Background: an optimization exercise with open tools, aiming at small area. Do not read the settings as production practice.
Only simulation tests tie the RTL to the original design; equivalence was not proved.
Power and IR drop assume default switching activity.

File: flow/design.v
`timescale 1ns/1ps
package noc_pkg;
	localparam int FLIT_WIDTH = 4;
	localparam int PACKET_WIDTH = 32;
	localparam int PACKET_FLITS = PACKET_WIDTH / FLIT_WIDTH;
	localparam int NUM_PORTS = 5;
	localparam int PORT_LOCAL = 0;
	localparam int PORT_NORTH = 1;
	localparam int PORT_SOUTH = 2;
	localparam int PORT_EAST = 3;
	localparam int PORT_WEST = 4;
	localparam logic PS_HEAD = 1'b0;
	localparam logic PS_BODY = 1'b1;
endpackage
`timescale 1ns/1ps
module flit_fifo (
	input logic clk_local,
	input logic reset,
	input logic wr,
	input logic [3:0] wr_flit,
	input logic rd,
	output logic [3:0] rd_flit,
	output logic empty,
	output logic full
);
	logic [31:0] m;
	logic [3:0] lvl;
	logic do_wr;
	assign empty = lvl[3];
	assign full = (lvl == 4'd7);
	assign do_wr = wr && !full;  
	always_comb
	begin
		case (lvl[2:0])
			3'd0: rd_flit = m[3:0];
			3'd1: rd_flit = m[7:4];
			3'd2: rd_flit = m[11:8];
			3'd3: rd_flit = m[15:12];
			3'd4: rd_flit = m[19:16];
			3'd5: rd_flit = m[23:20];
			3'd6: rd_flit = m[27:24];
			default: rd_flit = m[31:28];
		endcase
	end
	always_ff @(posedge clk_local)
	begin
		if (do_wr)
			m <= {m[27:0], wr_flit};
	end
	always_ff @(posedge clk_local)
	begin
		if (reset)
			lvl <= 4'hf;
		else if (do_wr && !rd)
			lvl <= lvl + 4'd1;
		else if (rd && !do_wr)
			lvl <= lvl - 4'd1;
	end
endmodule
`timescale 1ns/1ps
module packet_serializer (
	input logic clk_local,
	input logic reset,
	input logic wr,
	input logic [31:0] packet,
	input logic rd,
	output logic [3:0] flit,
	output logic last,
	output logic loaded
);
	logic [31:0] pkt;
	logic [2:0] idx;
	always_comb
	begin
		case (idx)
			3'd0: flit = pkt[31:28];
			3'd1: flit = pkt[27:24];
			3'd2: flit = pkt[23:20];
			3'd3: flit = pkt[19:16];
			3'd4: flit = pkt[15:12];
			3'd5: flit = pkt[11:8];
			3'd6: flit = pkt[7:4];
			default: flit = pkt[3:0];
		endcase
	end
	assign last = (idx == 3'd7);
	always_ff @(posedge clk_local)
	begin
		if (!loaded)
			pkt <= packet;
	end
	always_ff @(posedge clk_local)
	begin
		if (!loaded)
			idx <= 3'd0;
		else if (rd)
			idx <= idx + 3'd1;
	end
	always_ff @(posedge clk_local)
	begin
		if (reset)
			loaded <= 1'b0;
		else if (!loaded)
			loaded <= wr;
		else if (rd && last)
			loaded <= 1'b0;
	end
endmodule
`timescale 1ns/1ps
module input_port #(
	parameter logic [1:0] X_COORD = 2'd1,
	parameter logic [1:0] Y_COORD = 2'd1,
	parameter bit HAS_CNT = 1'b1
) (
	input logic clk_local,
	input logic reset,
	input logic empty,
	input logic [3:0] flit_in,
	input logic grant,
	input logic ext_last,
	output logic send,
	output logic [4:0] request
);
	logic [2:0] st;
	logic [2:0] cnt;
	logic [2:0] route;
	logic last;
	logic [1:0] dst_x;
	logic [1:0] dst_y;
	assign dst_x = flit_in[3:2];
	assign dst_y = flit_in[1:0];
	always_comb
	begin
		if (dst_x > X_COORD)
			route = 3'(noc_pkg::PORT_EAST + 1);
		else if (dst_x < X_COORD)
			route = 3'(noc_pkg::PORT_WEST + 1);
		else if (dst_y > Y_COORD)
			route = 3'(noc_pkg::PORT_NORTH + 1);
		else if (dst_y < Y_COORD)
			route = 3'(noc_pkg::PORT_SOUTH + 1);
		else
			route = 3'(noc_pkg::PORT_LOCAL + 1);
	end
	always_comb
	begin
		for (int k = 0; k < noc_pkg::NUM_PORTS; k++)
			request[k] = (st == 3'(k + 1));
	end
	assign send = grant && (HAS_CNT ? !empty : 1'b1);
	assign last = HAS_CNT ? (cnt == 3'd7) : ext_last;
	always_ff @(posedge clk_local)
	begin
		if (reset)
			st <= 3'd0;
		else if (st == 3'd0)
		begin
			if (!empty)
				st <= route;
		end
		else if (send && last)
			st <= 3'd0;  
	end
	always_ff @(posedge clk_local)
	begin
		if (reset)
			cnt <= 3'd0;
		else if (send)
			cnt <= cnt + 3'd1;
	end
endmodule
`timescale 1ns/1ps
module rr_arbiter (
	input logic clk_local,
	input logic reset,
	input logic [4:0] request,
	input logic dest_full,
	output logic [4:0] pick,
	output logic [4:0] grant
);
	logic lock;
	logic [2:0] q;
	logic [4:0] qo;
	logic [4:0] b;
	logic any;
	assign any = |request;
	always_comb
	begin
		for (int j = 0; j < 5; j++)
			qo[j] = (q == 3'(j));
	end
	assign b = lock ? qo : {qo[3:0], qo[4]};
	logic [4:0] t1;
	logic [4:0] t2;
	always_comb
	begin
		t1[0] = b[0];
		for (int j = 1; j < 5; j++)
			t1[j] = b[j] || (!request[j-1] && t1[j-1]);
		t2[0] = b[0] || (!request[4] && t1[4]);
		for (int j = 1; j < 5; j++)
			t2[j] = b[j] || (!request[j-1] && t2[j-1]);
		pick = request & t2;
	end
	assign grant = dest_full ? 5'd0 : pick;
	always_ff @(posedge clk_local)
	begin
		if (reset)
		begin
			lock <= 1'b0;
			q <= 3'd4;
		end
		else if (!dest_full)  
		begin
			lock <= any;
			if (any)
				q <= {pick[4], pick[3] | pick[2], pick[3] | pick[1]};
		end
	end
endmodule
`timescale 1ns/1ps
module crossbar (
	input logic clk_local,
	input logic reset,
	input logic [19:0] in_flit,    
	input logic [4:0] in_ready,    
	input logic [24:0] sel,        
	input logic [4:0] sel_valid,
	output logic [24:0] out        
);
	logic [3:0] flit [5];
	logic [4:0] send;
	always_comb
	begin
		for (int o = 0; o < noc_pkg::NUM_PORTS; o++)
		begin
			flit[o] = '0;
			send[o] = 1'b0;
			for (int j = 0; j < noc_pkg::NUM_PORTS; j++)
			begin
				flit[o] = flit[o] | ({4{sel[5*o+j]}} & in_flit[4*j +: 4]);
				send[o] = send[o] | (sel[5*o+j] & in_ready[j]);
			end
		end
	end
	always_ff @(posedge clk_local)
	begin
		for (int o = 0; o < noc_pkg::NUM_PORTS; o++)
		begin
			if (reset)
				out[5*o+4] <= 1'b0;
			else
				out[5*o+4] <= sel_valid[o] && send[o];
			out[5*o +: 4] <= flit[o];  
		end
	end
endmodule
`timescale 1ns/1ps
module router #(
	parameter logic [1:0] X_COORD = 2'd1,
	parameter logic [1:0] Y_COORD = 2'd1,
	parameter int FIFO_DEPTH = 8
) (
	input logic clk_local,
	input logic reset,
	input logic [31:0] local_in,
	input logic write_en_local,
	input logic [4:0] north_in,    
	input logic [4:0] south_in,
	input logic [4:0] east_in,
	input logic [4:0] west_in,
	input logic local_neuron_full,
	input logic north_neighbor_full,
	input logic south_neighbor_full,
	input logic east_neighbor_full,
	input logic west_neighbor_full,
	output logic local_full,
	output logic north_full,
	output logic south_full,
	output logic east_full,
	output logic west_full,
	output logic [4:0] local_out,  
	output logic [4:0] north_out,
	output logic [4:0] south_out,
	output logic [4:0] east_out,
	output logic [4:0] west_out
);
	logic [4:0] src_empty;
	logic [19:0] src_flit;         
	logic [4:0] port_send;
	logic [4:0] port_grant;
	logic [24:0] port_req;         
	logic [24:0] arb_req;          
	logic [24:0] arb_grant;        
	logic [24:0] arb_sel;
	logic [4:0] arb_valid;
	logic [4:0] dest_full;
	logic [19:0] nb_in;            
	logic [4:1] nb_full;
	logic [24:0] out_link;
	logic local_loaded;
	logic local_last;
	assign nb_in = {west_in, east_in, south_in, north_in};
	assign {west_full, east_full, south_full, north_full} = nb_full;
	assign dest_full = {west_neighbor_full, east_neighbor_full, south_neighbor_full,
		north_neighbor_full, local_neuron_full};
	assign {west_out, east_out, south_out, north_out, local_out} = out_link;
	packet_serializer local_ser_i (
		.clk_local(clk_local),
		.reset(reset),
		.wr(write_en_local),
		.packet(local_in),
		.rd(port_send[noc_pkg::PORT_LOCAL]),
		.flit(src_flit[3:0]),
		.last(local_last),
		.loaded(local_loaded)
	);
	assign local_full = local_loaded;
	assign src_empty[noc_pkg::PORT_LOCAL] = !local_loaded;
	for (genvar j = 1; j < noc_pkg::NUM_PORTS; j++)
	begin : g_fifo
		flit_fifo fifo_i (
			.clk_local(clk_local),
			.reset(reset),
			.wr(nb_in[5*j-1]),
			.wr_flit(nb_in[5*j-5 +: 4]),
			.rd(port_send[j]),
			.rd_flit(src_flit[4*j +: 4]),
			.empty(src_empty[j]),
			.full(nb_full[j])
		);
	end
	for (genvar j = 0; j < noc_pkg::NUM_PORTS; j++)
	begin : g_port
		input_port #(.X_COORD(X_COORD), .Y_COORD(Y_COORD), .HAS_CNT(j != 0)) port_i (
			.clk_local(clk_local),
			.reset(reset),
			.empty(src_empty[j]),
			.flit_in(src_flit[4*j +: 4]),
			.grant(port_grant[j]),
			.ext_last(local_last),
			.send(port_send[j]),
			.request(port_req[5*j +: 5])
		);
	end
	always_comb
	begin
		for (int j = 0; j < noc_pkg::NUM_PORTS; j++)
		begin
			port_grant[j] = 1'b0;
			for (int k = 0; k < noc_pkg::NUM_PORTS; k++)
			begin
				arb_req[5*k+j] = port_req[5*j+k];
				port_grant[j] = port_grant[j] | arb_grant[5*k+j];
			end
		end
	end
	for (genvar k = 0; k < noc_pkg::NUM_PORTS; k++)
	begin : g_arb
		rr_arbiter arb_i (
			.clk_local(clk_local),
			.reset(reset),
			.request(arb_req[5*k +: 5]),
			.dest_full(dest_full[k]),
			.pick(arb_sel[5*k +: 5]),
			.grant(arb_grant[5*k +: 5])
		);
		assign arb_valid[k] = !dest_full[k];
	end
	crossbar xbar_i (
		.clk_local(clk_local),
		.reset(reset),
		.in_flit(src_flit),
		.in_ready({~src_empty[4:1], 1'b1}),
		.sel(arb_sel),
		.sel_valid(arb_valid),
		.out(out_link)
	);
endmodule
File: flow/flow/run.sh
#!/bin/bash
# Own layout flow: the standard flow, with three changes.
#  - synthesis: the same script (synth_recipe.tcl), without the adder
#    extraction step (ADDER_MAP_FILE empty), and Yosys's abc call uses
#    flow/abc_min.script (area-oriented mapping, no upsizing or buffering).
#  - port buffers: buf_1 instead of the flow's default choice.
#  - clock tree: settings from flow/cts_args.txt.
set -euo pipefail
W=$PWD
cat > "$W/own_synth.tcl" <<TCL
proc abc {args} {
  set i [lsearch -exact \$args -script]
  if {\$i >= 0} { set args [lreplace \$args \$i [expr {\$i + 1}] -script $W/flow/abc_min.script] }
  yosys abc {*}\$args
}
source $W/synth_recipe.tcl
TCL
CTS="$(cat "$W/flow/cts_args.txt")"
bash "$W/standard.sh" "SYNTH_SCRIPT=$W/own_synth.tcl" \
	"BUFFER_PORTS_ARGS=-buffer_cell sky130_fd_sc_hd__buf_1" \
	"CTS_ARGS=$CTS" ADDER_MAP_FILE= finish > "$W/own_flow.log" 2>&1
File: flow/flow/abc_min.script
strash
&get -n
&st
&dc2
&dch -f
&nf -R 2000
&put
topo
File: flow/flow/cts_args.txt
-sink_clustering_enable -repair_clock_nets -dont_use_dummy_load -buf_list sky130_fd_sc_hd__clkbuf_4 -sink_clustering_size 10 -sink_clustering_max_diameter 40
File: flow/standard.sh
#!/bin/bash
# synth_recipe.tcl (not shown) runs the flow's synth.tcl, then flattens the netlist and writes it again
# the make line also repeats each setting of config.mk as NAME=value (left out here)
make -C /OpenROAD-flow-scripts/flow DESIGN_CONFIG=/design/flow/config.mk WORK_HOME=/design/flow/orfs CLKGATE_MAP_FILE= SYNTH_SCRIPT=/design/flow/synth_recipe.tcl "${@:-finish}"
File: flow/config.mk
export PLATFORM = sky130hd
export DESIGN_NAME = router
export DESIGN_NICKNAME = router
export VERILOG_FILES = /design/flow/design.v
export SDC_FILE = /design/flow/constraint.sdc
export NUM_CORES = 4
export LEC_CHECK = 0
export ABC_AREA = 1
export CAP_MARGIN = 10
export CORE_MARGIN = 2
export CORE_UTILIZATION = 50
export SLEW_MARGIN = 10
File: flow/constraint.sdc
create_clock -name core_clock -period 9.0 [get_ports {clk_local}]
set_input_delay 1.8000 -clock core_clock [delete_from_list [all_inputs] [get_ports {clk_local}]]
set_output_delay 1.8000 -clock core_clock [all_outputs]
set_load 0.01 [all_outputs]
==> run summary <==
Status: timing/DRC/antenna clean
Main synth FF type: edfxtp_1
CTS Buf Count: 37
Max_cap viols: 0
Initial DRC count: 835
Nets: 1,156
Synth top area cells: edfxtp_1 (44%), dfxtp_1 (17%), nor2_1 (3.7%)
Fraction of layout cells with a size suffix above 1: 3.656%
Vias in the first global route: 7,825
Boundary Pins: 90
Maximum clock path buffer count: 3
Post-DRT Antenna Nets: 0
Final WL: 26,650 microns
Setup Crit Path Kind: reg -> reg
Synth area leader: edfxtp_1
CP arrival: 4.97 ns
Final TNS setup: 0 ns
Gpl congestion: 0.9334
Async SR Flop Fraction: 0%
Post-CTS Resized: 0
Final setup viols: 0
Yosys cell types: 54
R2R Path End: g_port[4].port_i.st[1]
Die Span X: 151.3 microns
DPL Wire Length: 18,690 microns
CTS Sinks: 252
Synth Net Count: 1,026
Final Max Slew Viols: 0
Max rail drop VDD: 0.0001223 V
Avg Inst Size Synth: 11.23 sq um
Placed insts: 1,332
Initial core utilization: 51.26%
Hold_ws: 0.4179 ns
Post-synthesis sequential area ratio: 61.29%
RSZ-0062 raised after global routing: no
Fin Clk Skew: 0.05778 ns
Largest net degree at the start of global routing: 62
Crit. Startpoint: g_port[2].port_i.st[2]
Top cell type's share of synthesized area: 44.31%
CTS tree: done
Max_slew headroom: 26.35%
Postcts setup bufs: 0
Detailed Routing Iterations Pass 1: 9
Final Hold Fails: 0
Via/cell ratio: 6.136
DR WL/cell: 19.45 microns
Yosys reg bits: 252
First-pass GRT wire length: 41,750 microns
CORE AREA: 21,150 sq um
IO buf count: 89
Post-Synthesis Cells: 966
PwrDens: 254.3 nW/um^2
# hold bufs at CTS: 0
Synth warnings: 8
Row count: 53
Final core occ: 55.87%
End point of the critical path: g_port[4].port_i.st[1]
Post-synth EDFFs: 160
GRT overflow: 0
Worst Path Required: 9.48 ns
Die height: 151.3 microns
Reg2Reg Setup Slack: 4.51 ns
FILL cells: 1,914
CTS H-tree depth: 2
Initial antenna violation count: 1
DP Worst Slack: 4.563 ns
DIE AREA: 22,880 sq um
Clk slew on worst S/H paths: 0.09 ns
DRC Markers: 0
Period minus WS final: 4.489 ns
Worst hold path type: reg -> reg
All-layer global routing usage: 23.51%
Fmax: 0.2227 GHz
Netlist Area Pre-Place: 10,840 sq um
Register area: 6646 sq um
Non-filler instance count after layout: 1,370
Routed via count: 8,407
Leak Pwr: 0.003880 uW
Crit path max fanout: 9
R2R cell count: 17
Worst slew pin tran: 1.098 ns
Worst setup EP type: register
Worst skew pair latency: 0.65 ns
Root Buffer Master: clkbuf_4
CP startpoint kind: register
Area of the multi-input gates: 4048 sq um
Final period util: 49.88%
Final worst slack: 4.511 ns
Worst r2r src: g_port[2].port_i.st[2]
Area Overhead vs Synth: 8.988%
==> power by group <==
group | total, uW | internal [uW] | switching, uW | leakage, uW
clock | 541 | 190 | 352 | 0.000170
sequential | 1610 | 1430 | 174 | 0.00232
combinational | 858 | 295 | 562 | 0.00139
total | 3010 | 1920 | 1090 | 0.00388
==> per-layer routing <==
metal	share of wire, %	GRT usage [%]
met5	0	0
met2	43	34.64
met4	2.8	8.037
met3	7.9	4.880
met1	46	34.58
==> area by class of cell <==
type	instances	area share, %
diodes	1	0.02117
clock buffers	37	2.350
inverters	40	1.270
multi-input cells	674	34.25
flip-flops and latches	252	56.24
well taps	275	2.911
repair buffers	91	2.964
==> logic make-up after synthesis <==
family	Yosys count	synth area share (%)
mux	2	0.1846
buf+inv	40	1.385
compound gates	309	19.88
fa+ha+maj	3	0.2769
xor+xnor	11	0.8884
simple gates	349	16.10
flops	252	61.29
==> metrics by stage <==
stage | cell area [sq um] | total power [uW]
5_1_grt | 11820 | 3192
2_1_floorplan | 10840 | 2165
3_3_place_gp | 11540 | 2467
4_1_cts | 11820 | 3019
3_5_place_dp | 11540 | 2474
6_report | 11820 | 3006
==> registers in the layout, summed over array words and instances, names as in the netlist <==
| register | count |
|---|---|
| g_arb.arb_i.lock | 5 |
| g_arb.arb_i.q | 15 |
| g_fifo.fifo_i.lvl | 16 |
| g_fifo.fifo_i.m | 128 |
| g_port.port_i.cnt | 12 |
| g_port.port_i.st | 15 |
| local_ser_i.idx | 3 |
| local_ser_i.loaded | 1 |
| local_ser_i.pkt | 32 |
| xbar_i.out | 25 |
==> worst max-delay path, stage by stage, from the launching register on <==
cell and delay [ns]:
dfxtp_1 0.46, nor3b_1 0.44, nand2b_1 0.16, o311ai_0 0.12, a21oi_1 0.28, o21ai_0 0.14, a21oi_1 0.19, o21ai_0 0.12
nor2b_1 0.16, o21ai_0 0.63, o221ai_1 0.29, nor3_1 0.33, nor2_1 0.13, and3_1 0.23, and2_0 0.18, nor2_1 0.24
mux2i_1 0.22, nor2_1 0.05
==> cells in the mapped netlist, types with 6 or more instances <==
cell type and count:
edfxtp_1 160, nor2_1 106, dfxtp_1 92, a21oi_1 72, nand2_1 71, o21ai_0 51
clkinv_1 40, nor3_1 35, a22oi_1 29, nand3_1 22, nor3b_1 22, o221ai_1 21
a222oi_1 19, nand2b_1 18, a31oi_1 17, nor2b_1 14, and2_0 13, o22ai_1 13
and3_1 12, nand3b_1 12, a32oi_1 10, and3b_1 10, a221oi_1 9, a311oi_1 8
a221o_1 7, a21o_1 6, o221a_1 6, xnor2_1 6
==> cell usage in the layout (no fill, tap or decap), types with 35 or more instances in the layout <==
master	n
buf_1	88
a21oi_1	72
clkbuf_4	37
o21ai_0	51
dfxtp_1	92
nor3_1	35
nor2_1	106
nand2_1	71
clkinv_1	40
edfxtp_1	160
==> worst min-delay path by stage <==
stage	start	endpoint	cells past startpoint
finish	g_fifo[4].fifo_i.m[16]	g_fifo[4].fifo_i.m[20]	0
global route	g_fifo[4].fifo_i.m[16]	g_fifo[4].fifo_i.m[20]	0
CTS	g_fifo[4].fifo_i.m[16]	g_fifo[4].fifo_i.m[20]	0
detailed placement	g_fifo[4].fifo_i.m[25]	g_fifo[4].fifo_i.m[29]	0
global placement	g_fifo[4].fifo_i.m[16]	g_fifo[4].fifo_i.m[20]	0
floorplan	g_port[1].port_i.cnt[2]	g_port[1].port_i.cnt[2]	1

separate check: timing with driven ports:
How much do the figures lean on ideal ports? The routed layout below was timed once more, with nothing changed but the port constraints.
Step 1 (the two cells are an assumption about what drives the block):
set clk [get_ports {clk_local}]
set_driving_cell -lib_cell sky130_fd_sc_hd__clkbuf_16 $clk
set_driving_cell -lib_cell sky130_fd_sc_hd__buf_2 [delete_from_list [all_inputs] $clk]
Step 2 times the ports against the registers' clock, not the clock port: input delays grow and output delays shrink by t, the midpoint of the rising clock arrivals with the driver on.
a / b / c = ideal / step 1 / step 2; a / b = the first two.
t (ns): 0.656
setup WS [ns]: 4.511 / 4.511 / 4.511
latest minus earliest clock arrival (ns): 0.069 / 0.069
pins driven straight from the clock port: 1
After both steps this run still meets setup and hold. The setup slack of this run moves by 0.000 ns with the drivers and by 0.000 ns with both steps.
